Context: an optimization exercise on an open-source flow, tuned for small area and few clock cycles. The choices shown serve that exercise and are no tape-out recipe.
RTL that was checked went through simulation tests only; none was proved equivalent to the original.

==> inputs of run M <==
## servo_led_command_parser_top
module servo_led_command_parser_top (
  input  logic        clk,
  input  logic        rst_n,
  input  logic        in_valid,
  output logic        in_ready,
  input  logic        in_kind,
  input  logic [7:0]  in_byte,
  output logic        out_valid,
  input  logic        out_ready,
  output logic [1:0]  out_action,
  output logic [2:0]  out_channel,
  output logic [23:0] out_payload,
  output logic        out_last,
  input  logic        cfg_we,
  input  logic [1:0]  cfg_index,
  input  logic [15:0] cfg_wdata
);
export LEC_CHECK = 0
export ABC_AREA = 1
export CAP_MARGIN = 20
export CORE_MARGIN = 2
export CORE_UTILIZATION = 40
export CTS_BUF_LIST = sky130_fd_sc_hd__clkbuf_8
export SLEW_MARGIN = 20
create_clock -name core_clock -period 6.0 [get_ports {clk}]
standard.sh (not shown) runs the stock make flow with config.mk's settings and CLKGATE_MAP_FILE= SYNTH_SCRIPT=/design/flow/synth_recipe.tcl, a recipe that flattens the netlist after the stock synthesis.
==> flow/flow/run.sh <==
#!/bin/bash
# The standard layout (standard.sh, the standard flow's own ORFS flow, synthesis unchanged),
# with plain buf_1 cells as the input and output port buffers, and clock tree
# synthesis with a clkbuf_8 root, clkbuf_4 leaves and no dummy loads.
set -euo pipefail
cd "$(dirname "$0")/.."
bash standard.sh 'BUFFER_PORTS_ARGS=-buffer_cell sky130_fd_sc_hd__buf_1' \
  'CTS_ARGS=-sink_clustering_enable -repair_clock_nets -root_buf sky130_fd_sc_hd__clkbuf_8 -buf_list sky130_fd_sc_hd__clkbuf_4 -dont_use_dummy_load' \
  finish > orfs_make.log 2>&1
==> run E: changes against run M <==
--- a/flow/design.v
+++ b/flow/design.v
@@ -80,31 +80,30 @@
   localparam logic [1:0] MODE_LED   = 2'd2;
   localparam logic [2:0] PH_SPACE  = 3'd0;
   localparam logic [2:0] PH_SIGN   = 3'd1;
   localparam logic [2:0] PH_ZERO   = 3'd2;
   localparam logic [2:0] PH_PREFIX = 3'd3;
   localparam logic [2:0] PH_DIGITS = 3'd4;
-  localparam logic [2:0] PH_DONE_V = 3'd5;    
-  localparam logic [2:0] PH_DONE_Z = 3'd6;    
+  localparam logic [2:0] PH_DONE   = 3'd5;
   logic       v0_r, v1_r;
   logic [4:0] e0_r, e1_r;
   logic [4:0] cls;
   logic [1:0]  mode_r;
   logic [2:0]  phase_r;
   logic [2:0]  idx_r;
-  logic        neg_r, zf;
-  assign zf = !(phase_r == PH_DIGITS || phase_r == PH_DONE_V);
+  logic        neg_r, zf_r;
   logic [23:0] lo_r;
-  logic        unz_r, u3_r, tnz_r;
+  logic        unz_r, u3_r, tnz_r, t7_r;
   logic [15:0] idle_r;
   logic [1:0]  mode_n;
   logic [2:0]  phase_n;
   logic [2:0]  idx_n;
-  logic        neg_n;
+  logic        neg_n, zf_n;
   logic [23:0] lo_n;
-  logic        unz_n, u3_n, tnz_n;
+  logic        unz_n, u3_n, tnz_n, t7_n;
+  logic [15:0] idle_n;
   logic        is_led, is_servo, is_tick, is_dig, dok, is_term, is_close;
   logic [3:0]  dval;
   logic [19:0] s_acc;
   logic [15:0] idle_inc, lo_b;
   logic        stop_fire, servo_ok, fin_ok, produces, sens;
   logic        process, process_st, load;
@@ -137,12 +136,13 @@
   always_comb begin
     ic[0] = 1'b1;
     for (int i = 0; i < 16; i++) begin
       idle_inc[i] = idle_r[i] ^ ic[i];
       ic[i+1]     = idle_r[i] & ic[i];
     end
+    idle_inc = idle_inc | {16{ic[16]}};
   end
   logic [16:0] g_idle, g_min, g_max;
   always_comb begin
     g_idle[0] = 1'b1;
     g_min[0]  = 1'b1;
     g_max[0]  = 1'b1;
@@ -154,65 +154,50 @@
       g_max[i+1]  = (cfg.pulse_max_us[i] & !lo_r[i]) | (cfg.pulse_max_us[i] & g_max[i]) |
                     (!lo_r[i] & g_max[i]);
     end
   end
   assign stop_fire = g_idle[16] && !(&cfg.idle_timeout_ms);
   assign servo_ok = is_servo && (idx_r < 3'd6) &&
-                    (zf ? (cfg.pulse_min_us == 16'd0) :
+                    (zf_r ? (cfg.pulse_min_us == 16'd0) :
                      (!tnz_r && (!neg_r || lo_r[15:0] == 16'd0) && g_min[16] && g_max[16]));
   assign fin_ok   = servo_ok || (is_led && idx_r < 3'd6);
   logic [24:0] nz;
   always_comb begin
     nz[0] = 1'b0;
     for (int i = 0; i < 24; i++) begin
-      colour[i] = lo_r[i] ^ (neg_r & nz[i]);
+      colour[i] = t7_r ? !neg_r : (lo_r[i] ^ (neg_r & nz[i]));
       nz[i+1]   = nz[i] | lo_r[i];
     end
   end
   logic        s_big;
-  assign lo_b  = lo_r[15:0] & {16{!zf}};
-  logic [14:0] sa, sb;
-  logic [8:0]  cl;
-  logic [7:0]  c0, c1;
-  logic [6:0]  h0, h1;
-  assign sa = {lo_b[12:0], dval[2] | dval[3], dval[1] | dval[3]};
-  assign sb = lo_b[14:0];
-  always_comb begin
-    cl[0] = dval[3];
-    for (int i = 0; i < 8; i++) begin
-      s_acc[i] = sa[i] ^ sb[i] ^ cl[i];
-      cl[i+1]  = (sa[i] & sb[i]) | (sa[i] & cl[i]) | (sb[i] & cl[i]);
-    end
-    c0[0] = 1'b0;
-    c1[0] = 1'b1;
-    for (int i = 0; i < 7; i++) begin
-      h0[i]   = sa[i+8] ^ sb[i+8] ^ c0[i];
-      c0[i+1] = (sa[i+8] & sb[i+8]) | (sa[i+8] & c0[i]) | (sb[i+8] & c0[i]);
-      h1[i]   = sa[i+8] ^ sb[i+8] ^ c1[i];
-      c1[i+1] = (sa[i+8] & sb[i+8]) | (sa[i+8] & c1[i]) | (sb[i+8] & c1[i]);
-    end
-    s_acc[14:8] = cl[8] ? h1 : h0;
-    s_acc[19:15] = 5'd0;
-  end
+  assign lo_b  = lo_r[15:0] & {16{!zf_r}};
+  assign s_acc = {2'b00, lo_b, dval[2] | dval[3], dval[1] | dval[3]} +
+                 {4'd0, lo_b} + {19'd0, dval[3]};
   assign s_big = (lo_b > 16'd6553) || (lo_b == 16'd6553 && dval > 4'd5);
   always_comb begin
     mode_n  = mode_r;
     phase_n = phase_r;
     idx_n   = idx_r;
     neg_n   = neg_r;
+    zf_n    = zf_r;
+    idle_n  = idle_r;
     acc     = 1'b0;
     wr_neg  = 1'b0;
     if (is_tick) begin
+      idle_n = stop_fire ? 16'd0 : idle_inc;
     end else if (mode_r == MODE_NONE) begin
       if (e0_r == slcp_pkg::C_S || e0_r == slcp_pkg::C_L) begin
         mode_n  = (e0_r == slcp_pkg::C_S) ? MODE_SERVO : MODE_LED;
         idx_n   = 3'd0;
         phase_n = PH_SPACE;
+        zf_n    = 1'b1;
       end
     end else if (is_term) begin
       phase_n = PH_SPACE;
+      zf_n    = 1'b1;
+      if (servo_ok) idle_n = 16'd0;
       if (is_close) begin
         mode_n = MODE_NONE;
         idx_n  = 3'd0;
       end else if (idx_r != 3'd7) begin
         idx_n = idx_r + 3'd1;
       end
@@ -226,81 +211,90 @@
           if (phase_r == PH_SPACE && e0_r == slcp_pkg::C_WS) begin
             phase_n = PH_SPACE;
           end else if (phase_r == PH_SPACE &&
                        (e0_r == slcp_pkg::C_PLUS || e0_r == slcp_pkg::C_MINUS)) begin
             phase_n = PH_SIGN;
           end else if (!dok) begin
-            phase_n = PH_DONE_Z;
+            phase_n = PH_DONE;
           end else if (is_led && dval == 4'd0) begin
             phase_n = PH_ZERO;
           end else begin
             acc     = 1'b1;
             phase_n = PH_DIGITS;
           end
         end
         PH_ZERO: begin
           if (e0_r == slcp_pkg::C_X) begin
             phase_n = PH_PREFIX;
           end else if (!dok) begin
-            phase_n = PH_DONE_Z;
+            phase_n = PH_DONE;
           end else begin
             acc     = 1'b1;
             phase_n = PH_DIGITS;
           end
         end
         PH_PREFIX, PH_DIGITS: begin
           if (!dok) begin
-            phase_n = (phase_r == PH_DIGITS) ? PH_DONE_V : PH_DONE_Z;
+            phase_n = PH_DONE;
           end else begin
             acc     = 1'b1;
             phase_n = PH_DIGITS;
           end
         end
         default: ;
       endcase
+      if (acc) zf_n = 1'b0;
     end
   end
   always_comb begin
     lo_n  = lo_r;
     unz_n = unz_r;
     u3_n  = u3_r;
     tnz_n = tnz_r;
+    t7_n  = t7_r;
     if (is_led) begin
-      if ((tnz_r || u3_r) && !zf) begin
-        lo_n  = {24{!neg_r}};
-        tnz_n = 1'b1;
+      if (tnz_r && !zf_r) begin
+        lo_n  = 24'hFFFFFF;
+        unz_n = 1'b1;
+        u3_n  = 1'b1;
+        t7_n  = 1'b1;
       end else begin
-        lo_n  = {lo_r[19:0] & {20{!zf}}, dval};
-        unz_n = (lo_r[23:20] != 4'd0) && !zf;
-        u3_n  = lo_r[23] && !zf;
-        tnz_n = unz_r && !zf;
+        lo_n  = {lo_r[19:0] & {20{!zf_r}}, dval};
+        unz_n = (lo_r[23:20] != 4'd0) && !zf_r;
+        u3_n  = lo_r[23] && !zf_r;
+        tnz_n = unz_r && !zf_r;
+        t7_n  = u3_r && !zf_r;
       end
     end else begin
-      tnz_n = (tnz_r && !zf) || s_big;
-      lo_n  = {8'd0, s_acc[14:0], dval[0]};
+      t7_n = 1'b0;
+      if (tnz_r && !zf_r) begin
+        lo_n = lo_r;
+      end else begin
+        tnz_n = s_big;
+        lo_n  = {8'd0, s_acc[14:0], dval[0]};
+      end
     end
   end
   assign produces = is_tick ? stop_fire : (is_term && (fin_ok || (is_led && is_close)));
   assign sens     = is_tick || (is_term && is_servo);    
   assign wr_mag   = acc || wr_neg;
   assign slot_free    = !out_v || (out_ready && !out_show);
   assign slot_free_st = !out_v;
   assign mag_free     = !out_mag || out_ready;
   assign mag_free_st  = !out_mag;
   assign process    = v0_r && (!produces || slot_free) && (!wr_mag || mag_free);
   assign process_st = v0_r && (!produces || slot_free_st) && (!wr_mag || mag_free_st);
-  assign in_ready   = !out_stop && !(v0_r && is_tick && stop_fire) &&
-                      (!v0_r || (!v1_r && (process_st || !sens)));
+  assign in_ready   = !out_stop && (!v0_r || (!v1_r && (process_st || !sens)));
   assign load       = in_valid && in_ready;
   assign push         = process && produces;
   assign push_action  = is_tick ? slcp_pkg::ACT_STOP :
                         !fin_ok ? slcp_pkg::ACT_SHOW :
                         is_led  ? slcp_pkg::ACT_COLOUR : slcp_pkg::ACT_PULSE;
   assign push_channel = (is_tick || !fin_ok) ? 3'd0 : idx_r;
   assign push_show    = !is_tick && fin_ok && is_led && is_close;
-  assign push_zero    = zf;
+  assign push_zero    = zf_r;
   always_ff @(posedge clk) begin
     if (!rst_n) begin
       v0_r <= 1'b0;
       v1_r <= 1'b0;
     end else begin
       v0_r <= (v0_r && !process) || v1_r || load;
@@ -311,37 +305,31 @@
     if (load) e1_r <= cls;
     if (!v0_r || process) e0_r <= v1_r ? e1_r : cls;
   end
   always_ff @(posedge clk) begin
     if (!rst_n) begin
       mode_r <= MODE_NONE;
+      idle_r <= 16'd0;
     end else if (process) begin
       mode_r <= mode_n;
-    end
-  end
-  logic idle_clr, idle_adv;
-  assign idle_clr = process && (is_tick ? stop_fire : (is_term && servo_ok));
-  assign idle_adv = process && is_tick && !ic[16];
-  always_ff @(posedge clk) begin
-    if (!rst_n || idle_clr) begin
-      idle_r <= 16'd0;
-    end else if (idle_adv) begin
-      idle_r <= idle_inc;
+      idle_r <= idle_n;
     end
   end
   always_ff @(posedge clk) begin
     if (process) begin
       phase_r <= phase_n;
       idx_r   <= idx_n;
+      zf_r    <= zf_n;
     end
     if (process && wr_neg) neg_r <= neg_n;
     if (process && acc) begin
       lo_r  <= lo_n;
       unz_r <= unz_n;
       u3_r  <= u3_n;
       tnz_r <= tnz_n;
+      t7_r  <= t7_n;
     end
   end
 endmodule
 `timescale 1ns / 1ps
 module slcp_res_queue (
   input  logic            clk,
==> flow/run.sh (new file) <==
#!/bin/bash
# synth_recipe.tcl (not shown) runs the flow's synth.tcl, then flattens the netlist and writes it again
# the make line also repeats each setting of config.mk as NAME=value (left out here)
make -C /OpenROAD-flow-scripts/flow DESIGN_CONFIG=/design/flow/config.mk WORK_HOME=/design/flow/orfs CLKGATE_MAP_FILE= SYNTH_SCRIPT=/design/flow/synth_recipe.tcl finish
- ABC_AREA: 1 -> default
- CTS_BUF_LIST: sky130_fd_sc_hd__clkbuf_8 -> default
removed: flow/flow/run.sh
removed: flow/standard.sh
==> run Z: changes against run M <==
--- a/flow/design.v
+++ b/flow/design.v
@@ -272,14 +272,18 @@
         lo_n  = {lo_r[19:0] & {20{!zf}}, dval};
         unz_n = (lo_r[23:20] != 4'd0) && !zf;
         u3_n  = lo_r[23] && !zf;
         tnz_n = unz_r && !zf;
       end
     end else begin
-      tnz_n = (tnz_r && !zf) || s_big;
-      lo_n  = {8'd0, s_acc[14:0], dval[0]};
+      if (tnz_r && !zf) begin
+        lo_n = lo_r;
+      end else begin
+        tnz_n = s_big;
+        lo_n  = {8'd0, s_acc[14:0], dval[0]};
+      end
     end
   end
   assign produces = is_tick ? stop_fire : (is_term && (fin_ok || (is_led && is_close)));
   assign sens     = is_tick || (is_term && is_servo);    
   assign wr_mag   = acc || wr_neg;
   assign slot_free    = !out_v || (out_ready && !out_show);
==> flow/flow/run.sh (replaced) <==
#!/bin/bash
# The standard layout (standard.sh, the standard flow's own ORFS flow, synthesis unchanged),
# with plain buf_1 cells as the input and output port buffers, and clock tree
# synthesis with larger sink clusters and no dummy loads.
set -euo pipefail
cd "$(dirname "$0")/.."
bash standard.sh 'BUFFER_PORTS_ARGS=-buffer_cell sky130_fd_sc_hd__buf_1' \
  'CTS_ARGS=-sink_clustering_enable -repair_clock_nets -buf_list sky130_fd_sc_hd__clkbuf_8 -sink_clustering_size 30 -sink_clustering_max_diameter 100 -dont_use_dummy_load' \
  finish > orfs_make.log 2>&1
- CORE_UTILIZATION: 40 -> 70
==> impl_metrics.toml <==
[global_route]
grt_pass1_vias = 6348

[logic_synthesis]
ys_seq_elements = 136
postSynthAreaPerCell_sq_um = 8.51

[critical_path]
slowest_delay_ns = 0.41

[outcome]
status = "finished clean"

[floorplan]
rows = 52

[pwr]
leakage_uw = 0.00386
the above is filed under run M

==> impl_metrics.toml <==
[outcome]
status = "finished clean"

[logic_synthesis]
postSynthAreaPerCell_sq_um = 8.47
ys_seq_elements = 136
yosysTopAreaCell = "edfxtp_1"

[clock_network]
post_cts_resized = 0

[pwr]
leakage_uw = 0.00393

[global_route]
grt_pass1_vias = 6988

[critical_path]
slowest_delay_ns = 0.42

[floorplan]
rows = 39
the above is filed under run Z

==> impl_metrics.toml <==
[logic_synthesis]
synthXorXnorAreaFrac = 0.0172
postSynthAreaPerCell_sq_um = 9.65
ys_seq_elements = 138

[outcome]
status = "finished clean"

[pwr]
leakage_uw = 0.00366
power_frac_comb = 0.071
netSwitchingPower_uw = 588

[sta]
fmax_mhz = 196

[global_route]
grt_pass1_vias = 6685
the above is filed under run E

Testbench counts of run Z, summed over its fixed seeds: cycles 87,109.
Function not checked in run M and run E: the RTL went through the layout flow alone.

static timing again, ports no longer ideal:
In the flow no input, the clock included, has a driving cell. The finished layouts below were timed again as built, in two steps.
Step 1, drivers: a clkbuf_16 drives clk and a buf_2 each remaining input, both assumed.
Step 2 times the ports against the registers' clock, not the clock port: input delays grow and output delays shrink by t, the midpoint of the rising clock arrivals with the driver on.
Three values: ideal ports, drivers, drivers and shift; two values: the first two.
run	t (ns)	slack for setup (ns)	worst setup path after step 2	worst data-port slew with drivers (ns)
run M	0.438	0.362 / 0.362 / 0.362	register to register	0.04
run E	0.469	0.896 / 0.848 / 1.316	register to output	0.04
run Z	0.487	0.241 / 0.241 / 0.241	register to register	0.04
After both steps setup and hold are still met in every run listed.
